This design comes from an exercise in tuning for a short achievable clock period and few clock cycles on the open sky130 flow, not from production work. In this exercise RTL edits were held to simulation tests only and were not proved equivalent to the original. No activity file was given, so power comes from the tool's default toggle rates.

==> flow/design.v <==
`timescale 1ns/1ps
package pyr_pkg;
	localparam int xlen   = 16;
	localparam int ilen   = 21;
	localparam int palen  = 14;
	localparam int rsel_w = 4;
	localparam int nreg   = 16;
	typedef logic [palen-1:0]  pc_t;
	typedef logic [xlen-1:0]   word_t;
	typedef logic [ilen-1:0]   instr_t;
	typedef logic [rsel_w-1:0] rsel_t;
	localparam logic [2:0] op_sys   = 3'b000;
	localparam logic [2:0] op_imm   = 3'b001;
	localparam logic [2:0] op_br    = 3'b010;
	localparam logic [2:0] op_reg   = 3'b011;
	localparam logic [2:0] op_jalr  = 3'b100;
	localparam logic [2:0] op_auipc = 3'b101;
	localparam logic [2:0] op_jal   = 3'b110;
	localparam logic [2:0] op_lui   = 3'b111;
	localparam int res_add  = 0;
	localparam int res_sll  = 1;
	localparam int res_lt   = 2;
	localparam int res_xor  = 3;
	localparam int res_sr   = 4;
	localparam int res_or   = 5;
	localparam int res_and  = 6;
	localparam int nres     = 7;
endpackage
`timescale 1ns/1ps
module pyr_pc (
	input  logic clk,
	input  logic rst,
	input  logic advance,
	input  logic [3:0] grp_eq,
	input  logic [3:0] grp_lt,
	input  logic is_jal,
	input  logic [3:0] br_sel,
	input  pyr_pkg::pc_t  target,
	input  logic is_jalr,
	input  logic [7:0] jalr_lo,
	input  logic jalr_neg,
	input  logic [6:0] jalr_hi,
	input  logic [6:0] jalr_hi_inc,
	input  logic [6:0] jalr_hi_dec,
	output pyr_pkg::pc_t  fetch_addr,
	output pyr_pkg::pc_t  exec_pc,
	output logic lt
);
	logic [3:0]   e_grp_eq;
	logic [3:0]   e_grp_lt;
	logic         e_jal;
	logic [3:0]   e_br_sel;
	pyr_pkg::pc_t e_target;
	logic         e_jalr;
	logic [7:0]   e_lo;
	logic         e_neg;
	logic [6:0]   e_hi;
	logic [6:0]   e_hi_inc;
	logic [6:0]   e_hi_dec;
	logic         eq;
	logic         take_rel;
	logic [6:0]   jalr_hi_sel;
	pyr_pkg::pc_t jalr_addr;
	always_ff @(posedge clk) begin
		if (rst) begin
			e_jal    <= 1'b0;
			e_br_sel <= '0;
			e_jalr   <= 1'b0;
			exec_pc  <= '1;
		end else if (advance) begin
			e_jal    <= is_jal;
			e_br_sel <= br_sel;
			e_jalr   <= is_jalr;
			exec_pc  <= fetch_addr;
		end
	end
	always_ff @(posedge clk) begin
		if (advance) begin
			e_grp_eq <= grp_eq;
			e_grp_lt <= grp_lt;
			e_target <= target;
			e_lo     <= jalr_lo;
			e_neg    <= jalr_neg;
			e_hi     <= jalr_hi;
			e_hi_inc <= jalr_hi_inc;
			e_hi_dec <= jalr_hi_dec;
		end
	end
	assign eq = &e_grp_eq;
	assign lt = e_grp_lt[3]
		| (e_grp_eq[3] & e_grp_lt[2])
		| (e_grp_eq[3] & e_grp_eq[2] & e_grp_lt[1])
		| (e_grp_eq[3] & e_grp_eq[2] & e_grp_eq[1] & e_grp_lt[0]);
	assign take_rel = e_jal
		| (e_br_sel[0] & eq)
		| (e_br_sel[1] & ~eq)
		| (e_br_sel[2] & lt)
		| (e_br_sel[3] & ~lt);
	always_comb begin
		case ({e_neg, e_lo[7]})
			2'b01:   jalr_hi_sel = e_hi_inc;
			2'b10:   jalr_hi_sel = e_hi_dec;
			default: jalr_hi_sel = e_hi;
		endcase
	end
	assign jalr_addr = {jalr_hi_sel, e_lo[6:0]};
	assign fetch_addr = take_rel ? e_target : (e_jalr ? jalr_addr : exec_pc + 1'b1);
endmodule
`timescale 1ns/1ps
module pyr_pipe_ctrl (
	input  logic clk,
	input  logic rst,
	input  logic run,
	input  logic imem_rdy,
	input  logic fetch_halt,
	output logic advance,
	output logic halt
);
	assign advance = run & imem_rdy & ~halt;
	always_ff @(posedge clk) begin
		if (rst)
			halt <= 1'b0;
		else if (advance && fetch_halt)
			halt <= 1'b1;
	end
endmodule
`timescale 1ns/1ps
module pyr_decode (
	input  pyr_pkg::instr_t  instr,
	input  pyr_pkg::pc_t     pc,
	input  pyr_pkg::word_t   rs1_val,
	input  pyr_pkg::word_t   rs2_val,
	output pyr_pkg::rsel_t   rs1,
	output pyr_pkg::rsel_t   rs2,
	output pyr_pkg::rsel_t   rd,
	output logic             writes_rd,
	output logic             is_halt,
	output pyr_pkg::word_t   arg0,
	output pyr_pkg::word_t   arg1,
	output pyr_pkg::word_t   add_b,
	output logic             add_cin,
	output logic [pyr_pkg::nres-1:0] res_sel,
	output logic             arith,
	output logic [3:0]       grp_eq,
	output logic [3:0]       grp_lt,
	output logic             is_jal,
	output logic [3:0]       br_sel,
	output pyr_pkg::pc_t     target,
	output logic             is_jalr,
	output logic [7:0]       jalr_lo,
	output logic             jalr_neg,
	output logic [6:0]       jalr_hi,
	output logic [6:0]       jalr_hi_inc,
	output logic [6:0]       jalr_hi_dec
);
	logic [2:0] opcode;
	logic [2:0] funct3;
	logic       sgn;
	pyr_pkg::word_t immi;
	pyr_pkg::word_t immb;
	pyr_pkg::word_t immu;
	pyr_pkg::word_t imm_hi;
	pyr_pkg::word_t pc_word;
	logic       alu_like;
	logic       is_br;
	logic       sub;
	logic       cmp_signed;
	pyr_pkg::word_t cmp_a;
	pyr_pkg::word_t cmp_b;
	pyr_pkg::pc_t rel_imm;
	assign opcode = instr[2:0];
	assign rd     = instr[6:3];
	assign funct3 = instr[9:7];
	assign rs1    = instr[13:10];
	assign rs2    = instr[17:14];
	assign sgn    = instr[20];
	assign immi   = {{10{sgn}}, instr[19:14]};
	assign immb   = {{10{sgn}}, instr[20:18], instr[5:3]};
	assign immu   = {{4{sgn}}, instr[18:7]};
	assign imm_hi = {instr[17:7], 5'd0};
	assign pc_word = {{(pyr_pkg::xlen-pyr_pkg::palen){1'b0}}, pc};
	assign is_halt   = (opcode == pyr_pkg::op_sys) && (funct3 == 3'b000);
	assign writes_rd = (opcode != pyr_pkg::op_sys) && (opcode != pyr_pkg::op_br) && (rd != '0);
	assign is_br     = (opcode == pyr_pkg::op_br);
	assign is_jal    = (opcode == pyr_pkg::op_jal);
	assign is_jalr   = (opcode == pyr_pkg::op_jalr);
	assign alu_like  = (opcode == pyr_pkg::op_imm) || (opcode == pyr_pkg::op_reg);
	assign sub   = (opcode == pyr_pkg::op_reg) && (funct3 == 3'b000) && instr[19];
	assign arith = instr[19];
	always_comb begin
		res_sel = '0;
		if (alu_like) begin
			case (funct3)
				3'b000:  res_sel[pyr_pkg::res_add] = 1'b1;
				3'b001:  res_sel[pyr_pkg::res_sll] = 1'b1;
				3'b010:  res_sel[pyr_pkg::res_lt]  = 1'b1;
				3'b011:  res_sel[pyr_pkg::res_lt]  = 1'b1;
				3'b100:  res_sel[pyr_pkg::res_xor] = 1'b1;
				3'b101:  res_sel[pyr_pkg::res_sr]  = 1'b1;
				3'b110:  res_sel[pyr_pkg::res_or]  = 1'b1;
				default: res_sel[pyr_pkg::res_and] = 1'b1;
			endcase
		end else begin
			res_sel[pyr_pkg::res_add] = 1'b1;
		end
	end
	always_comb begin
		case (opcode)
			pyr_pkg::op_auipc,
			pyr_pkg::op_jal,
			pyr_pkg::op_jalr:  arg0 = pc_word;
			pyr_pkg::op_lui:   arg0 = '0;
			default:           arg0 = rs1_val;
		endcase
		case (opcode)
			pyr_pkg::op_imm:                     arg1 = immi;
			pyr_pkg::op_auipc, pyr_pkg::op_lui:  arg1 = imm_hi;
			pyr_pkg::op_jal, pyr_pkg::op_jalr:   arg1 = '0;
			default:                             arg1 = rs2_val;
		endcase
	end
	assign add_b   = sub ? ~arg1 : arg1;
	assign add_cin = sub;
	assign cmp_signed = (is_br && funct3[2:1] == 2'b10) || (alu_like && funct3 == 3'b010);
	assign cmp_a = rs1_val ^ {cmp_signed, {(pyr_pkg::xlen-1){1'b0}}};
	assign cmp_b = (opcode == pyr_pkg::op_imm ? immi : rs2_val) ^ {cmp_signed, {(pyr_pkg::xlen-1){1'b0}}};
	for (genvar g = 0; g < 4; g++) begin : g_cmp
		assign grp_eq[g] = (cmp_a[4*g+3:4*g] == cmp_b[4*g+3:4*g]);
		assign grp_lt[g] = (cmp_a[4*g+3:4*g] <  cmp_b[4*g+3:4*g]);
	end
	always_comb begin
		br_sel = '0;
		if (is_br) begin
			case (funct3)
				3'b000:  br_sel[0] = 1'b1;
				3'b001:  br_sel[1] = 1'b1;
				3'b100,
				3'b110:  br_sel[2] = 1'b1;
				3'b101,
				3'b111:  br_sel[3] = 1'b1;
				default: br_sel = '0;
			endcase
		end
	end
	assign rel_imm  = is_jal ? immu[pyr_pkg::palen-1:0] : immb[pyr_pkg::palen-1:0];
	assign target   = pc + rel_imm;
	assign jalr_lo      = {1'b0, rs1_val[6:0]} + {1'b0, immi[6:0]};
	assign jalr_neg     = sgn;
	assign jalr_hi      = rs1_val[pyr_pkg::palen-1:7];
	assign jalr_hi_inc  = rs1_val[pyr_pkg::palen-1:7] + 1'b1;
	assign jalr_hi_dec  = rs1_val[pyr_pkg::palen-1:7] - 1'b1;
endmodule
`timescale 1ns/1ps
module pyr_alu (
	input  pyr_pkg::word_t   arg0,
	input  pyr_pkg::word_t   arg1,
	input  pyr_pkg::word_t   add_b,
	input  logic             add_cin,
	input  logic             lt,
	input  logic [pyr_pkg::nres-1:0] res_sel,
	input  logic             arith,
	output pyr_pkg::word_t   rd_val
);
	logic [pyr_pkg::xlen:0]     sum_ext;
	pyr_pkg::word_t             sum;
	pyr_pkg::word_t             shl;
	pyr_pkg::word_t             shr;
	logic [2*pyr_pkg::xlen-1:0] shr_ext;
	logic [3:0]                 shamt;
	assign sum_ext = {arg0, 1'b1} + {add_b, add_cin};
	assign sum     = sum_ext[pyr_pkg::xlen:1];
	assign shamt = arg1[3:0];
	assign shl   = arg0 << shamt;
	assign shr_ext = {{pyr_pkg::xlen{arith & arg0[pyr_pkg::xlen-1]}}, arg0} >> shamt;
	assign shr     = shr_ext[pyr_pkg::xlen-1:0];
	always_comb begin
		rd_val = '0;
		if (res_sel[pyr_pkg::res_add]) rd_val |= sum;
		if (res_sel[pyr_pkg::res_sll]) rd_val |= shl;
		if (res_sel[pyr_pkg::res_lt])  rd_val |= {{(pyr_pkg::xlen-1){1'b0}}, lt};
		if (res_sel[pyr_pkg::res_xor]) rd_val |= arg0 ^ arg1;
		if (res_sel[pyr_pkg::res_sr])  rd_val |= shr;
		if (res_sel[pyr_pkg::res_or])  rd_val |= arg0 | arg1;
		if (res_sel[pyr_pkg::res_and]) rd_val |= arg0 & arg1;
	end
endmodule
`timescale 1ns/1ps
module pyr_regfile (
	input  logic  clk,
	input  logic  rst,
	input  logic  we,
	input  pyr_pkg::rsel_t rd,
	input  pyr_pkg::rsel_t rs1,
	input  pyr_pkg::rsel_t rs2,
	input  pyr_pkg::word_t rd_val,
	input  pyr_pkg::rsel_t dbg_sel,
	output pyr_pkg::word_t rs1_val,
	output pyr_pkg::word_t rs2_val,
	output pyr_pkg::word_t dbg_dout
);
	pyr_pkg::word_t regs [pyr_pkg::nreg];
	pyr_pkg::word_t regs_n [pyr_pkg::nreg];
	logic [pyr_pkg::nreg-1:0] dbg_hot;
	assign regs[0] = '0;
	for (genvar i = 1; i < pyr_pkg::nreg; i++) begin : g_reg
		always_ff @(posedge clk) begin
			if (rst)
				regs[i] <= '0;
			else if (we && rd == i)
				regs[i] <= rd_val;
		end
		always_ff @(posedge clk) begin
			if (rst)
				regs_n[i] <= '1;
			else if (we && rd == i)
				regs_n[i] <= ~rd_val;
		end
	end
	assign regs_n[0] = '1;
	assign rs1_val = regs[rs1];
	assign rs2_val = regs[rs2];
	always_comb begin
		for (int i = 0; i < pyr_pkg::nreg; i++)
			dbg_hot[i] = (dbg_sel == i);
		dbg_dout = '0;
		for (int i = 1; i < pyr_pkg::nreg; i++)
			dbg_dout |= ~regs_n[i] & {pyr_pkg::xlen{dbg_hot[i]}};
	end
endmodule
`timescale 1ns/1ps
module pyr_core (
	input  logic   clk,
	input  logic   rst,
	input  logic   run,
	output pyr_pkg::pc_t    imem_addr,
	input  pyr_pkg::instr_t imem_dout,
	input  logic   imem_rdy,
	output logic   halt,
	input  pyr_pkg::rsel_t  dbg_sel,
	output pyr_pkg::word_t  dbg_dout
);
	logic advance;
	pyr_pkg::rsel_t f_rs1;
	pyr_pkg::rsel_t f_rs2;
	pyr_pkg::rsel_t f_rd;
	logic           f_wr;
	logic           f_halt;
	pyr_pkg::word_t f_arg0;
	pyr_pkg::word_t f_arg1;
	pyr_pkg::word_t f_add_b;
	logic           f_add_cin;
	logic [pyr_pkg::nres-1:0] f_res_sel;
	logic           f_arith;
	logic [3:0]     f_grp_eq;
	logic [3:0]     f_grp_lt;
	logic           f_jal;
	logic [3:0]     f_br_sel;
	pyr_pkg::pc_t   f_target;
	logic           f_jalr;
	logic [7:0]     f_jalr_lo;
	logic           f_jalr_neg;
	logic [6:0]     f_jalr_hi;
	logic [6:0]     f_jalr_hi_inc;
	logic [6:0]     f_jalr_hi_dec;
	pyr_pkg::word_t rs1_val;
	pyr_pkg::word_t rs2_val;
	pyr_pkg::word_t rs1_fwd;
	pyr_pkg::word_t rs2_fwd;
	pyr_pkg::rsel_t e_rd;
	logic           e_wr;
	pyr_pkg::word_t e_arg0;
	pyr_pkg::word_t e_arg1;
	pyr_pkg::word_t e_add_b;
	logic           e_add_cin;
	logic [pyr_pkg::nres-1:0] e_res_sel;
	logic           e_arith;
	logic           e_lt;
	pyr_pkg::word_t e_res;
	pyr_pkg::pc_t   e_pc;
	pyr_pipe_ctrl pyr_pipe_ctrl_inst (
		.clk        (clk),
		.rst        (rst),
		.run        (run),
		.imem_rdy   (imem_rdy),
		.fetch_halt (f_halt),
		.advance    (advance),
		.halt       (halt)
	);
	pyr_pc pyr_pc_inst (
		.clk          (clk),
		.rst          (rst),
		.advance      (advance),
		.grp_eq       (f_grp_eq),
		.grp_lt       (f_grp_lt),
		.is_jal       (f_jal),
		.br_sel       (f_br_sel),
		.target       (f_target),
		.is_jalr      (f_jalr),
		.jalr_lo      (f_jalr_lo),
		.jalr_neg     (f_jalr_neg),
		.jalr_hi      (f_jalr_hi),
		.jalr_hi_inc  (f_jalr_hi_inc),
		.jalr_hi_dec  (f_jalr_hi_dec),
		.fetch_addr   (imem_addr),
		.exec_pc      (e_pc),
		.lt           (e_lt)
	);
	pyr_regfile pyr_regfile_inst (
		.clk      (clk),
		.rst      (rst),
		.we       (advance & e_wr),
		.rd       (e_rd),
		.rs1      (f_rs1),
		.rs2      (f_rs2),
		.rd_val   (e_res),
		.dbg_sel  (dbg_sel),
		.rs1_val  (rs1_val),
		.rs2_val  (rs2_val),
		.dbg_dout (dbg_dout)
	);
	assign rs1_fwd = (e_wr && e_rd == f_rs1) ? e_res : rs1_val;
	assign rs2_fwd = (e_wr && e_rd == f_rs2) ? e_res : rs2_val;
	pyr_decode pyr_decode_inst (
		.instr        (imem_dout),
		.pc           (imem_addr),
		.rs1_val      (rs1_fwd),
		.rs2_val      (rs2_fwd),
		.rs1          (f_rs1),
		.rs2          (f_rs2),
		.rd           (f_rd),
		.writes_rd    (f_wr),
		.is_halt      (f_halt),
		.arg0         (f_arg0),
		.arg1         (f_arg1),
		.add_b        (f_add_b),
		.add_cin      (f_add_cin),
		.res_sel      (f_res_sel),
		.arith        (f_arith),
		.grp_eq       (f_grp_eq),
		.grp_lt       (f_grp_lt),
		.is_jal       (f_jal),
		.br_sel       (f_br_sel),
		.target       (f_target),
		.is_jalr      (f_jalr),
		.jalr_lo      (f_jalr_lo),
		.jalr_neg     (f_jalr_neg),
		.jalr_hi      (f_jalr_hi),
		.jalr_hi_inc  (f_jalr_hi_inc),
		.jalr_hi_dec  (f_jalr_hi_dec)
	);
	always_ff @(posedge clk) begin
		if (rst)
			e_wr <= 1'b0;
		else if (advance)
			e_wr <= f_wr;
	end
	always_ff @(posedge clk) begin
		if (advance) begin
			e_rd      <= f_rd;
			e_arg0    <= f_arg0;
			e_arg1    <= f_arg1;
			e_add_b   <= f_add_b;
			e_add_cin <= f_add_cin;
			e_res_sel <= f_res_sel;
			e_arith   <= f_arith;
		end
	end
	pyr_alu pyr_alu_inst (
		.arg0    (e_arg0),
		.arg1    (e_arg1),
		.add_b   (e_add_b),
		.add_cin (e_add_cin),
		.lt      (e_lt),
		.res_sel (e_res_sel),
		.arith   (e_arith),
		.rd_val  (e_res)
	);
endmodule
==> flow/run.sh <==
#!/bin/bash
# synth_recipe.tcl (not shown) runs the flow's synth.tcl, then flattens the netlist and writes it again
# the make line also repeats each setting of config.mk as NAME=value (left out here)
make -C /OpenROAD-flow-scripts/flow DESIGN_CONFIG=/design/flow/config.mk WORK_HOME=/design/flow/orfs CLKGATE_MAP_FILE= SYNTH_SCRIPT=/design/flow/synth_recipe.tcl finish
==> flow/config.mk <==
export PLATFORM = sky130hd
export DESIGN_NAME = pyr_core
export DESIGN_NICKNAME = pyr_core
export VERILOG_FILES = /design/flow/design.v
export SDC_FILE = /design/flow/constraint.sdc
export NUM_CORES = 4
export LEC_CHECK = 0
export ABC_CLOCK_PERIOD_IN_PS = 3500
export CAP_MARGIN = 20
export CORE_MARGIN = 2
export CORE_UTILIZATION = 40
export SETUP_SLACK_MARGIN = 4
export SLEW_MARGIN = 20
==> flow/constraint.sdc <==
create_clock -name core_clock -period 8.0 [get_ports {clk}]
set_input_delay 1.6000 -clock core_clock [delete_from_list [all_inputs] [get_ports {clk}]]
set_output_delay 1.6000 -clock core_clock [all_outputs]
set_load 0.01 [all_outputs]
==> results.yml, run 1 <==
global_route:
  grtUsageMet3: 0.0816
  grt_start_max_net_pins: 113
  grtUsageMet2: 0.518
  grt_remaining_overflow: 0
  grtUsageTotal: 0.336
  grt_use_met1: 0.429
  grt_pass1_wl_mm: 194
  antenna_found_initial: 0
  grt_busiest_layer: "met2"
  grt_pass1_vias: 28300
clock_network:
  cts_buffer_depth: 3
  cts_tree: "done"
  cts_root_buffer: "clkbuf_16"
  h-tree-depth: 3
  clkTransAtPathRegs_ns: 0.06
  numCtsBuffers: 68
  hold_buffers: 0
  cts.sink_count: 614
  clk_latency_ns: 0.64
worst_setup_path:
  rrSetupSlack_ns: 3.61
  critPathKind: "in -> out"
  critPathCaptureType: "output port"
  r2r_start: "pyr_pc_inst.e_grp_eq[1]"
  crit_path_top_delay_cell: "nor2b_4"
  reg2reg_depth: 20
  critPathMaxStageDelay_ns: 0.24
  rr_endpoint: "pyr_pc_inst.e_target[12]"
  startpoint_type: "primary input"
  path_cells: "buf_12 > nor2b_4 > buf_6 > nand3_4 > buf_12 > buf_12 > buf_6 > o22ai_4 > nor4_4 > nand2_2 > buf_6"
  critPathArrivalTime_ns: 3.09
  crit_path_max_fanout: 7
  required_ns: 6.40
synth:
  syn_avg_cell_area_um2: 8.93
  ys_types: 89
  syn-cell-area_um2: 30300
  synth_top_area_share: 0.331
  ys_top_cells_by_count: "nand2_1, dfxtp_1, a21oi_1"
  seq_area_frac_synth: 0.442
  yosysMostFrequentCell: "nand2_1"
  yosysTopAreaCell: "dfxtp_1"
  synthFlopType: "dfxtp_1"
  synth_edf_count: 112
  syn_inst: 3395
  async_flop_share: 0
  yosys_warnings: 9
  syn_nets: 3516
  yosys-top-cells-area: "dfxtp_1, edfxtp_1, nand2_1"
  ys_ff_latch: 614
sta:
  fin_crit_ns: 4.69
  setup_viol_count_final: 0
  finClkSkew_ns: 0.0370
  tightest_slew_ns: 1.15
  final_max_slew_viol_count: 0
  final.setup.tns_ns: 0
  grt_setup_unrepaired: "true"
  final_hold_viol_count: 0
  fin_crit_sh: 0.587
  setup_slack_ns: 3.31
  slew_headroom: 0.231
  fmax_ghz: 0.213
power_and_ir_drop:
  netSwitchingPower_uw: 2170
  powerDensity_nw_per_um2: 201
  clockPowerShare: 0.436
  p_sw_frac: 0.272
  p_leak_uw: 0.0164
  p_int_uw: 5790
  power_frac_seq: 0.411
  peakVddDrop_v: 0.000169
  pwr-share-comb: 0.153
  power.total_uw: 7960
die:
  die_w_um: 279
  core_area_um2: 74700
  std_cell_rows: 100
  num_io_pins: 60
  die_h_um: 279
  die-area_um2: 78000
  start_util: 0.406
route:
  via_per_inst: 6.55
  drtIter0Drc: 5030
  routed_wl_mm: 137
  vias: 30600
  firstDrtPassIters: 12
  routedWlPerCell_um: 29.5
  ant_nets: 0
  drc: 0
final_layout:
  fin_util: 0.531
  antennaDiodeCount: 0
  drive_gt1_frac: 0.249
  fillers: 6608
  final_nets: 3763
  area_growth_pct: 30.9
placement:
  hpwl_mm: 84.4
  pre_cts_ws_ns: 1.85
  portBuffers: 59
  gp_congestion: 1.01
worst_hold_path:
  hold_class: "reg -> reg"
  hold_path_end: "pyr_regfile_inst.regs_n[10][12]"
  worstHoldStart: "pyr_regfile_inst.regs_n[10][12]"
  hold-path-cell-count: 2
outcome:
  run_status: "no timing/DRC/antenna violations"
job:
  max_cap_viol_count: 0
## power by group through the flow
stage	sequential (µW)	clock (µW)	combinational, µW
2_1_floorplan	3310	0	619
3_3_place_gp	3340	0	890
3_5_place_dp	3340	0	895
4_1_cts	3280	3470	1100
5_1_grt	3280	3610	1280
6_report	3270	3470	1220
## per-layer routing
layer  vias to the layer above  wire length (µm)
li1                      13100                 -
met5                         -                 0
met3                       616             14700
met2                      2167             59600
met4                         0             10500
met1                     14700             52700
## area by class of cell
class / instances / area [µm²] / share of cell area
multi-input combinational: 2441 / 17800 / 0.449
sequential: 614 / 13400 / 0.338
timing repair buffer: 426 / 4400 / 0.111
tap: 969 / 1210 / 0.0306
inverter: 91 / 350 / 0.00883
clock buffer: 98 / 2050 / 0.0516
clock inverter: 27 / 428 / 0.0108
## sequential cells by signal, summed over array words and instances (netlist names), 4 cells and up
name	cells
e_rd	4
pyr_regfile_inst.regs	240
pyr_pc_inst.e_hi	7
pyr_pc_inst.e_lo	8
pyr_pc_inst.exec_pc	14
pyr_pc_inst.e_grp_eq	4
pyr_pc_inst.e_hi_dec	7
e_res_sel	7
e_arg0	16
e_arg1	16
pyr_pc_inst.e_br_sel	4
pyr_pc_inst.e_hi_inc	6
pyr_regfile_inst.regs_n	240
pyr_pc_inst.e_grp_lt	4
e_add_b	16
pyr_pc_inst.e_target	14
## through the flow
step	std cells	instance area, µm²	hold slack (ns)
6_report	4666	39700	0.443
5_1_grt	4666	39700	0.452
4_1_cts	4592	38300	0.443
3_5_place_dp	4259	32800	0.433
3_3_place_gp	4257	32700	0.430
2_1_floorplan	3395	31600	0.422
## worst max-delay path, delay by kind of cell
kind | cells | cell delay (ns)
AO/OA/AOI/OAI | 1 | 0.16
AND/OR/NAND/NOR | 4 | 0.54
buffers and inverters | 6 | 0.78
## cell families (layout without fill, tap and decap cells)
group	after synthesis	in the layout	synth area share
AO/OA/AOI/OAI	1160	1163	0.263
AND/OR/NAND/NOR	1046	1050	0.158
flip-flops	614	614	0.442
buffers and inverters	347	642	0.0453
adder cells (fa/ha/maj)	92	92	0.0387
multiplexers	73	73	0.0343
XOR/XNOR	63	63	0.0182
## placed cells by master, fill, tap and decap left out, types with 13 or more instances in the layout
cell type        count
o22ai_1             81
buf_2               13
nor3_1              23
o21ai_2             13
o22ai_4             13
nand3_1             75
a22oi_1            155
xor2_1              24
xnor2_1             38
edfxtp_1           112
nor4_2              20
clkdlybuf4s50_1     14
a221oi_1            18
nand4_1             27
inv_2               16
ha_1                83
nor2b_1             15
inv_1               71
a222oi_1            45
a21oi_1            210
o21ai_1             21
a22o_1              27
buf_12              48
nand2b_1            24
nor2_1             100
clkbuf_16           74
mux2i_1             30
a211o_1             16
mux4_2              23
a21o_1              26
buf_6               82
o21ai_0             58
nand2_1            580
buf_4              243
nor2_4              16
clkbuf_8            18
o22ai_2             35
a21oi_2             76
o21a_1             249
dfxtp_1            502
## worst max path at each step
stage / start / endpoint / slack, ns / cells past startpoint
after detailed placement: imem_dout[12] / pyr_pc_inst.e_lo[7] / 1.85 / 15
after global routing: dbg_sel[1] / dbg_dout[15] / 3.27 / 10
after floorplan: run / pyr_regfile_inst.regs[10][7] / 3.47 / 11
final: dbg_sel[0] / dbg_dout[11] / 3.31 / 11
after CTS: dbg_sel[1] / dbg_dout[5] / 3.35 / 10
after global placement: imem_dout[12] / pyr_pc_inst.e_lo[7] / 1.93 / 15
## what timing repair did
action,4_1_cts,5_1_grt
gates resized for setup,441,179
pin swaps,99,90
gates cloned,14,4
setup buffers,194,70
setup endpoints to repair,340,232
Testbench counts, summed over its fixed seeds: cycles 18,586.
==> inputs of run 2 (changes only) <==
--- a/flow/design.v
+++ b/flow/design.v
@@ -32,6 +32,6 @@
 	input  logic rst,
 	input  logic advance,
-	input  logic [3:0] grp_eq,
-	input  logic [3:0] grp_lt,
+	input  logic [1:0] grp_eq,
+	input  logic [1:0] grp_lt,
 	input  logic is_jal,
 	input  logic [3:0] br_sel,
@@ -47,6 +47,6 @@
 	output logic lt
 );
-	logic [3:0]   e_grp_eq;
-	logic [3:0]   e_grp_lt;
+	logic [1:0]   e_grp_eq;
+	logic [1:0]   e_grp_lt;
 	logic         e_jal;
 	logic [3:0]   e_br_sel;
@@ -88,8 +88,5 @@
 	end
 	assign eq = &e_grp_eq;
-	assign lt = e_grp_lt[3]
-		| (e_grp_eq[3] & e_grp_lt[2])
-		| (e_grp_eq[3] & e_grp_eq[2] & e_grp_lt[1])
-		| (e_grp_eq[3] & e_grp_eq[2] & e_grp_eq[1] & e_grp_lt[0]);
+	assign lt = e_grp_lt[1] | (e_grp_eq[1] & e_grp_lt[0]);
 	assign take_rel = e_jal
 		| (e_br_sel[0] & eq)
@@ -142,6 +139,6 @@
 	output logic [pyr_pkg::nres-1:0] res_sel,
 	output logic             arith,
-	output logic [3:0]       grp_eq,
-	output logic [3:0]       grp_lt,
+	output logic [1:0]       grp_eq,
+	output logic [1:0]       grp_lt,
 	output logic             is_jal,
 	output logic [3:0]       br_sel,
@@ -225,7 +222,7 @@
 	assign cmp_a = rs1_val ^ {cmp_signed, {(pyr_pkg::xlen-1){1'b0}}};
 	assign cmp_b = (opcode == pyr_pkg::op_imm ? immi : rs2_val) ^ {cmp_signed, {(pyr_pkg::xlen-1){1'b0}}};
-	for (genvar g = 0; g < 4; g++) begin : g_cmp
-		assign grp_eq[g] = (cmp_a[4*g+3:4*g] == cmp_b[4*g+3:4*g]);
-		assign grp_lt[g] = (cmp_a[4*g+3:4*g] <  cmp_b[4*g+3:4*g]);
+	for (genvar g = 0; g < 2; g++) begin : g_cmp
+		assign grp_eq[g] = (cmp_a[8*g+7:8*g] == cmp_b[8*g+7:8*g]);
+		assign grp_lt[g] = (cmp_a[8*g+7:8*g] <  cmp_b[8*g+7:8*g]);
 	end
 	always_comb begin
@@ -300,5 +297,4 @@
 );
 	pyr_pkg::word_t regs [pyr_pkg::nreg];
-	pyr_pkg::word_t regs_n [pyr_pkg::nreg];
 	logic [pyr_pkg::nreg-1:0] dbg_hot;
 	assign regs[0] = '0;
@@ -310,12 +306,5 @@
 				regs[i] <= rd_val;
 		end
-		always_ff @(posedge clk) begin
-			if (rst)
-				regs_n[i] <= '1;
-			else if (we && rd == i)
-				regs_n[i] <= ~rd_val;
-		end
 	end
-	assign regs_n[0] = '1;
 	assign rs1_val = regs[rs1];
 	assign rs2_val = regs[rs2];
@@ -325,5 +314,5 @@
 		dbg_dout = '0;
 		for (int i = 1; i < pyr_pkg::nreg; i++)
-			dbg_dout |= ~regs_n[i] & {pyr_pkg::xlen{dbg_hot[i]}};
+			dbg_dout |= regs[i] & {pyr_pkg::xlen{dbg_hot[i]}};
 	end
 endmodule
@@ -352,6 +341,6 @@
 	logic [pyr_pkg::nres-1:0] f_res_sel;
 	logic           f_arith;
-	logic [3:0]     f_grp_eq;
-	logic [3:0]     f_grp_lt;
+	logic [1:0]     f_grp_eq;
+	logic [1:0]     f_grp_lt;
 	logic           f_jal;
 	logic [3:0]     f_br_sel;
==> run 2 against run 1 <==
Effect of this change: worst hold slack improved by 0.029 ns; die area is 22% lower; design area shrank 21%; cell count down 18%; non-clock buffer count rose by 47; utilization rose by 1.4 points; clock skew rose by 0.023 ns; clock-buffer cell count fell by 30.
==> results.yml, run 2 <==
synth:
  syn_avg_cell_area_um2: 8.64
  synth_edf_count: 108
  async_flop_share: 0
  ys_ff_latch: 370
  yosys_warnings: 7
  yosysMostFrequentCell: "nor2_1"
  yosys-top-cells-area: "dfxtp_1, edfxtp_1, nor2_1"
  syn_nets: 2831
  syn-cell-area_um2: 23400
  synth_top_area_share: 0.224
  ys_top_cells_by_count: "nor2_1, dfxtp_1, a22oi_1"
  yosysTopAreaCell: "dfxtp_1"
  ys_types: 95
  seq_area_frac_synth: 0.362
  syn_inst: 2710
  synthFlopType: "dfxtp_1"
final_layout:
  most-common-layout-cells: "nor2_1, buf_4, dfxtp_1"
  fin_cells: 3814
  fin_util: 0.545
  area_growth_pct: 34.6
  final_nets: 3138
  layout_commonest_cell: "nor2_1"
  regMostFlops: "pyr_regfile_inst.regs"
  largest_reg_flops: 240
  antennaDiodeCount: 0
  drive_gt1_frac: 0.278
clock_network:
  cts_tree: "done"
  numCtsBuffers: 44
  clkTransAtPathRegs_ns: 0.06
  cts_buffer_depth: 3
  clk_latency_ns: 0.61
  h-tree-depth: 2
  cts.sink_count: 370
  cts_root_buffer: "clkbuf_16"
job:
  max_cap_viol_count: 0
worst_hold_path:
  hold_class: "reg -> reg"
  hold-path-cell-count: 2
sta:
  grt_setup_unrepaired: "true"
  final_max_slew_viol_count: 0
  fin_crit_ns: 4.78
  tightest_slew_ns: 1.01
  fmax_ghz: 0.209
  setup_slack_ns: 3.22
  final.setup.tns_ns: 0
  slew_headroom: 0.320
  timing.hold.ws_ns: 0.472
  finClkSkew_ns: 0.0602
  final_hold_viol_count: 0
  setup_viol_count_final: 0
  fin_crit_sh: 0.598
route:
  drtIter0Drc: 4785
  routed_wl_mm: 122
  drc: 0
  firstDrtPassIters: 13
  routedWlPerCell_um: 31.9
  via_per_inst: 6.91
  vias: 26400
  ant_nets: 0
power_and_ir_drop:
  power_frac_seq: 0.396
  p_sw_frac: 0.303
  pwr-share-comb: 0.214
  p_leak_uw: 0.0116
  p_int_uw: 3610
  peakVddDrop_v: 0.000163
  powerDensity_nw_per_um2: 164
  netSwitchingPower_uw: 1570
  clockPowerShare: 0.390
placement:
  pre_cts_ws_ns: 1.58
  gp_congestion: 0.985
  portBuffers: 59
  placed_cells: 3389
  hpwl_mm: 70.7
global_route:
  grt_pass1_wl_mm: 169
  grt_start_max_net_pins: 239
  antenna_found_initial: 0
  grt_remaining_overflow: 0
  grtUsageTotal: 0.377
  grt_pass1_vias: 24600
die:
  start_util: 0.405
  num_io_pins: 60
  core_area_um2: 57800
  die_w_um: 246
  std_cell_rows: 88
  die-area_um2: 60500
  die_h_um: 246
worst_setup_path:
  critPathMaxStageDelay_ns: 0.33
  crit_path_top_delay_cell: "a222oi_1"
  critPathKind: "in -> out"
  path_cells: "buf_12 > nand2b_4 > buf_6 > nor2_4 > buf_12 > a222oi_1 > and3_1 > nand4_1 > buf_2"
  crit_path_max_fanout: 7
  crit_top_cell: "buf_12"
  critPathArrivalTime_ns: 3.18
  reg2reg_depth: 18
  required_ns: 6.40
  startpoint_type: "primary input"
  critPathCaptureType: "output port"
outcome:
  run_status: "no timing/DRC/antenna violations"
-- run 2: cell count changes after synthesis, sizes merged, moves of 17 or more --
cell,change
a21oi,-227
nor2,+320
nand2,-467
o21a,-238
nor4,-27
and3,+17
o22ai,-114
dfxtp,-240
a211oi,+141
a22oi,+61
nor3,+87
clkbuf,-20
-- run 2: layer usage --
| metal | vias to the layer above | part of all wire | GRT usage |
|---|---|---|---|
| met5 | - | 0.00048 | 0 |
| met4 | 2 | 0.084 | 0.235 |
| met3 | 685 | 0.12 | 0.107 |
| met2 | 2047 | 0.43 | 0.578 |
| met1 | 12600 | 0.36 | 0.466 |
| li1 | 11000 | - | - |
-- run 2: through the flow --
stage               cell area [µm²]  total power (µW)
floorplan                     24300              2640
global placement              25300              2920
detailed placement            25300              2930
CTS                           30100              5090
global route                  31500              5330
finish                        31500              5180
-- run 2: path summary, 6_finish.rpt --
check	from	end	slack (ns)
worst max-delay path	dbg_sel[0]	dbg_dout[8]	3.22
worst min-delay path	pyr_pc_inst.e_jal	pyr_pc_inst.e_jal	0.47
worst max register to register	e_arg0[9]	pyr_pc_inst.e_grp_lt[1]	3.80
worst min register to register	pyr_pc_inst.e_jal	pyr_pc_inst.e_jal	0.47
-- run 2: what timing repair did --
item,CTS,global route
endpoints found under the setup margin,289,145
endpoints found under the hold margin,0,0
gates cloned,15,5
hold buffers,0,0
buffers inserted,237,89
gates resized for setup,443,161
pin swaps,131,104
-- run 2: worst max-delay path, delay by kind of cell --
| kind | cells | cell delay, ns |
|---|---|---|
| buffers and inverters | 4 | 0.58 |
| AND/OR/NAND/NOR | 4 | 0.65 |
| AO/OA/AOI/OAI | 1 | 0.33 |
-- run 2: kinds of logic (layout without fill, tap and decap cells) --
logic type | after synthesis | in the layout | share of synthesized area
AOI/OAI and AO/OA | 834 | 834 | 0.268
xor gates and xnor gates | 62 | 62 | 0.0232
adders and majority gates | 92 | 92 | 0.0501
buffers and inverters | 309 | 637 | 0.0532
DFF | 370 | 370 | 0.362
muxes | 83 | 83 | 0.0512
and+or+nand+nor | 960 | 971 | 0.192
-- run 2: power groups by stage --
| stage | combinational, µW | clock, µW | sequential, µW |
|---|---|---|---|
| 5_1_grt | 1170 | 2100 | 2060 |
| 3_5_place_dp | 840 | 0 | 2090 |
| 3_3_place_gp | 826 | 0 | 2090 |
| 4_1_cts | 1010 | 2020 | 2050 |
| 2_1_floorplan | 581 | 0 | 2060 |
| 6_report | 1110 | 2020 | 2050 |
-- run 2: cell type report --
cell class,instances,area (µm²)
tap,765,957
timing repair inverter,1,16.3
timing repair buffer,473,4860
clock buffer,68,1300
multi-input combinational,2042,15400
inverter,85,384
fill,5103,26300
clock inverter,10,113
sequential,370,8500
Testbench counts of run 2, summed over its fixed seeds: cycles 18,586.
==> inputs of run 3 (changes only) <==
--- a/flow/design.v
+++ b/flow/design.v
@@ -32,6 +32,6 @@
 	input  logic rst,
 	input  logic advance,
-	input  logic [1:0] grp_eq,
-	input  logic [1:0] grp_lt,
+	input  logic [3:0] grp_eq,
+	input  logic [3:0] grp_lt,
 	input  logic is_jal,
 	input  logic [3:0] br_sel,
@@ -47,6 +47,6 @@
 	output logic lt
 );
-	logic [1:0]   e_grp_eq;
-	logic [1:0]   e_grp_lt;
+	logic [3:0]   e_grp_eq;
+	logic [3:0]   e_grp_lt;
 	logic         e_jal;
 	logic [3:0]   e_br_sel;
@@ -88,5 +88,8 @@
 	end
 	assign eq = &e_grp_eq;
-	assign lt = e_grp_lt[1] | (e_grp_eq[1] & e_grp_lt[0]);
+	assign lt = e_grp_lt[3]
+		| (e_grp_eq[3] & e_grp_lt[2])
+		| (e_grp_eq[3] & e_grp_eq[2] & e_grp_lt[1])
+		| (e_grp_eq[3] & e_grp_eq[2] & e_grp_eq[1] & e_grp_lt[0]);
 	assign take_rel = e_jal
 		| (e_br_sel[0] & eq)
@@ -139,6 +142,6 @@
 	output logic [pyr_pkg::nres-1:0] res_sel,
 	output logic             arith,
-	output logic [1:0]       grp_eq,
-	output logic [1:0]       grp_lt,
+	output logic [3:0]       grp_eq,
+	output logic [3:0]       grp_lt,
 	output logic             is_jal,
 	output logic [3:0]       br_sel,
@@ -222,7 +225,7 @@
 	assign cmp_a = rs1_val ^ {cmp_signed, {(pyr_pkg::xlen-1){1'b0}}};
 	assign cmp_b = (opcode == pyr_pkg::op_imm ? immi : rs2_val) ^ {cmp_signed, {(pyr_pkg::xlen-1){1'b0}}};
-	for (genvar g = 0; g < 2; g++) begin : g_cmp
-		assign grp_eq[g] = (cmp_a[8*g+7:8*g] == cmp_b[8*g+7:8*g]);
-		assign grp_lt[g] = (cmp_a[8*g+7:8*g] <  cmp_b[8*g+7:8*g]);
+	for (genvar g = 0; g < 4; g++) begin : g_cmp
+		assign grp_eq[g] = (cmp_a[4*g+3:4*g] == cmp_b[4*g+3:4*g]);
+		assign grp_lt[g] = (cmp_a[4*g+3:4*g] <  cmp_b[4*g+3:4*g]);
 	end
 	always_comb begin
@@ -341,6 +344,6 @@
 	logic [pyr_pkg::nres-1:0] f_res_sel;
 	logic           f_arith;
-	logic [1:0]     f_grp_eq;
-	logic [1:0]     f_grp_lt;
+	logic [3:0]     f_grp_eq;
+	logic [3:0]     f_grp_lt;
 	logic           f_jal;
 	logic [3:0]     f_br_sel;
==> flow/flow/run.sh (new file) <==
#!/bin/bash
# standard layout, logged
cp standard.sh synth_recipe.tcl config.mk constraint.sdc flow/ 2>/dev/null
bash standard.sh > standard.log 2>&1
==> flow/flow/synth_recipe.tcl (new file) <==
proc synth {args} { yosys synth -nofsm -noshare {*}$args }
source $::env(SCRIPTS_DIR)/synth.tcl
# left out here: clear keep_hierarchy, flatten, clean up, hide names made inside functions, write 1_2_yosys.v
==> flow/flow/config.mk (new file) <==
export PLATFORM = sky130hd
export DESIGN_NAME = pyr_core
export DESIGN_NICKNAME = bench
export VERILOG_FILES = /design/flow/design.v
export SDC_FILE = /design/flow/constraint.sdc
export NUM_CORES = 4
export LEC_CHECK = 0
export ABC_CLOCK_PERIOD_IN_PS = 3500
export CAP_MARGIN = 20
export CORE_MARGIN = 2
export CORE_UTILIZATION = 40
export SETUP_SLACK_MARGIN = 4
export SLEW_MARGIN = 20
==> flow/flow/constraint.sdc (new file) <==
create_clock -name core_clock -period 8.0 [get_ports {clk}]
set_input_delay 1.6000 -clock core_clock [delete_from_list [all_inputs] [get_ports {clk}]]
set_output_delay 1.6000 -clock core_clock [all_outputs]
set_load 0.01 [all_outputs]
==> flow/flow/standard.sh (new file) <==
#!/bin/bash
# The standard flow's own layout of this design, on the ORFS make targets given (by default finish). After
# finish it leaves the final layout's DEF at /design/flow/out/final.def.
set -euo pipefail
make -C /OpenROAD-flow-scripts/flow DESIGN_CONFIG=/design/flow/config.mk WORK_HOME=/design/flow/orfs CLKGATE_MAP_FILE= SYNTH_SCRIPT=/design/flow/synth_recipe.tcl ABC_CLOCK_PERIOD_IN_PS=3500 CAP_MARGIN=20 CORE_MARGIN=2 CORE_UTILIZATION=40 SETUP_SLACK_MARGIN=4 SLEW_MARGIN=20 "${@:-finish}"
if [[ -f /design/flow/orfs/results/sky130hd/pyr_core/base/6_final.odb ]]; then
  : # left out here: write the final layout as DEF
fi
==> flow/standard.sh (new file) <==
#!/bin/bash
# synth_recipe.tcl (not shown) runs the flow's synth.tcl, then flattens the netlist and writes it again
# the make line also repeats each setting of config.mk as NAME=value (left out here)
make -C /OpenROAD-flow-scripts/flow DESIGN_CONFIG=/design/flow/config.mk WORK_HOME=/design/flow/orfs CLKGATE_MAP_FILE= SYNTH_SCRIPT=/design/flow/synth_recipe.tcl "${@:-finish}"
removed: flow/run.sh
==> run 3 against run 2 <==
Effect of this change: wire length shrank 4.6%; utilization shrank 1.7 points; sequential power is essentially flat; maximum frequency grew 2.0%; design area shrank 1.5%; die area grew 1.3%; first-iteration DRC count shrank 17%; critical endpoint is now dbg_dout[6].
==> results.yml, run 3 <==
die:
  die-area_um2: 61300
  num_io_pins: 60
  die_w_um: 248
  std_cell_rows: 89
  die_h_um: 248
  core_area_um2: 58800
  start_util: 0.404
power_and_ir_drop:
  p_sw_frac: 0.292
  power.total_uw: 5350
  powerDensity_nw_per_um2: 172
  netSwitchingPower_uw: 1560
  peakVddDrop_v: 0.000152
  p_int_uw: 3790
  power_frac_seq: 0.389
  p_leak_uw: 0.0113
  pwr-share-comb: 0.218
  clockPowerShare: 0.393
final_layout:
  layout_commonest_cell: "nor2_1"
  area_growth_pct: 30.8
  regMostFlops: "pyr_regfile_inst.regs"
  most-common-layout-cells: "nor2_1, dfxtp_1, buf_4"
  final_nets: 3090
  drive_gt1_frac: 0.250
  largest_reg_flops: 240
  antennaDiodeCount: 0
  fillers: 5318
sta:
  fin_crit_ns: 4.69
  final_max_slew_viol_count: 0
  fin_crit_sh: 0.586
  grt_setup_unrepaired: "true"
  slew_headroom: 0.262
  setup_viol_count_final: 0
  fmax_ghz: 0.213
  tightest_slew_ns: 1.11
  final_hold_viol_count: 0
  final.setup.tns_ns: 0
  finClkSkew_ns: 0.0441
clock_network:
  h-tree-depth: 2
  hold_buffers: 0
  clkTransAtPathRegs_ns: 0.06
  cts_root_buffer: "clkbuf_16"
  cts_buffer_depth: 3
  cts.sink_count: 374
  clk_latency_ns: 0.60
  numCtsBuffers: 42
  cts_tree: "done"
worst_setup_path:
  startpoint_type: "primary input"
  crit_path_max_fanout: 6
  critPathCaptureType: "output port"
  critPathKind: "in -> out"
  required_ns: 6.40
  critPathArrivalTime_ns: 3.09
route:
  via_per_inst: 6.81
  firstDrtPassIters: 13
  drtIter0Drc: 3951
  routed_wl_mm: 116
  vias: 25700
  ant_nets: 0
  routedWlPerCell_um: 30.7
  drc: 0
global_route:
  grt_remaining_overflow: 0
  grt_start_max_net_pins: 106
  grt_pass1_vias: 24100
  antenna_found_initial: 2
  grt_pass1_wl_mm: 163
  grtUsageTotal: 0.361
placement:
  hpwl_mm: 70.6
  portBuffers: 59
  gp_congestion: 0.988
synth:
  yosysMostFrequentCell: "nor2_1"
  ys_top_cells_by_count: "nor2_1, dfxtp_1, clkbuf_1"
  yosys-top-cells-area: "dfxtp_1, edfxtp_1, nor2_1"
  synth_edf_count: 112
  yosysTopAreaCell: "dfxtp_1"
  syn_inst: 2729
  yosys_warnings: 7
  ys_types: 90
  syn-cell-area_um2: 23700
  syn_nets: 2850
  ys_ff_latch: 374
  synth_top_area_share: 0.221
  async_flop_share: 0
  seq_area_frac_synth: 0.363
  synthFlopType: "dfxtp_1"
  syn_avg_cell_area_um2: 8.70
job:
  max_cap_viol_count: 0
worst_hold_path:
  hold_class: "reg -> reg"
outcome:
  run_status: "no timing/DRC/antenna violations"
## run 3: final cells by class
| cell class | instances | area (µm²) | area share |
|---|---|---|---|
| Timing Repair inverter | 1 | 8.76 | 0.000282 |
| Inverter | 91 | 375 | 0.0121 |
| Tap cell | 773 | 967 | 0.0312 |
| Clock inverter | 16 | 254 | 0.00818 |
| Multi-Input combinational cell | 2043 | 15500 | 0.499 |
| Timing Repair Buffer | 416 | 4120 | 0.133 |
| Clock buffer | 58 | 1210 | 0.0391 |
| Sequential cell | 374 | 8610 | 0.277 |
## run 3: logic make-up after synthesis
kind of cell / count (synthesis) / share of synthesized area
compound gates: 838 / 0.265
xor+xnor: 70 / 0.0258
fa+ha+maj: 92 / 0.0494
buf+inv: 318 / 0.0516
simple gates: 938 / 0.186
flops: 374 / 0.363
mux: 99 / 0.0595
## run 3: final timing paths
check / startpoint / end / slack (ns) / cells after the start
worst max-delay path: dbg_sel[1] / dbg_dout[6] / 3.31 / 8
worst min-delay path: pyr_pipe_ctrl_inst.halt / pyr_pipe_ctrl_inst.halt / 0.50 / 2
worst max register to register: pyr_pc_inst.e_grp_eq[1] / pyr_pc_inst.e_target[12] / 3.76 / 24
worst min register to register: pyr_pipe_ctrl_inst.halt / pyr_pipe_ctrl_inst.halt / 0.50 / 2
## run 3: metrics by stage
stage | setup slack (ns) | utilization | std cells | hold WS, ns | cell area (µm²)
after global placement | 1.78 | 0.434 | 3404 | 0.455 | 25500
final | 3.31 | 0.528 | 3772 | 0.496 | 31000
after detailed placement | 1.69 | 0.434 | 3405 | 0.452 | 25500
after CTS | 3.34 | 0.502 | 3666 | 0.493 | 29500
after global routing | 3.24 | 0.528 | 3772 | 0.526 | 31000
after floorplan | 3.63 | - | 2729 | 0.436 | 24500
## run 3: per-layer routing
| metal | GRT usage | share of wire |
|---|---|---|
| met1 | 0.456 | 0.37 |
| met2 | 0.552 | 0.43 |
| met3 | 0.0917 | 0.12 |
| met4 | 0.227 | 0.079 |
| met5 | 0 | 0 |
## run 3: repair_timing
item | CTS | global route
buffers inserted | 177 | 97
cloned | 10 | 9
pin swaps | 102 | 75
setup endpoints to repair | 283 | 59
resized for setup | 402 | 135
## run 3: power by group through the flow
stage               sequential, µW  clock, µW  combinational [µW]
finish                        2080       2100                1160
global route                  2090       2190                1220
CTS                           2080       2120                1030
detailed placement            2120          0                 825
global placement              2120          0                 809
floorplan                     2090          0                 577
## run 3: critical path: stages
cell	delay, ns
buf_12	0.10
nand2b_4	0.19
nor2_4	0.07
buf_12	0.15
a222oi_1	0.31
and3_1	0.20
nand4_1	0.23
buf_2	0.23
Testbench counts of run 3, summed over its fixed seeds: cycles 18,586.

what the ideal ports hide:
No port has a modelled driver above. Below, the same layouts with a new extraction and two added sets of constraints. Step 1: set_driving_cell puts a clkbuf_16 on clk and a buf_2 on each other input, an assumption about the parent block. Step 2 adds t to the input delays and takes it off the output delays; t is the mean of the earliest and latest rising clock arrival at the registers after step 1. Input paths then give back, and output paths get back, about the clock's delay inside the block. Three values: ideal ports, drivers, drivers and shift; two values: the first two.
| run | t, ns | setup WS [ns] | worst hold slack (ns) | worst data-port slew with drivers (ns) |
|---|---|---|---|---|
| run 1 | 0.688 | 3.308 / 3.246 / 3.061 | 0.443 / 0.443 / 0.443 | 0.06 |
| run 2 | 0.643 | 3.218 / 3.152 / 2.986 | 0.472 / 0.472 / 0.472 | 0.09 |
| run 3 | 0.640 | 3.312 / 3.242 / 3.242 | 0.496 / 0.496 / 0.496 | 0.07 |
After both steps setup and hold are still met in every run listed. For run 1, which loses most, drivers alone change the setup slack by -0.062 ns; drivers and shift together by -0.247 ns.
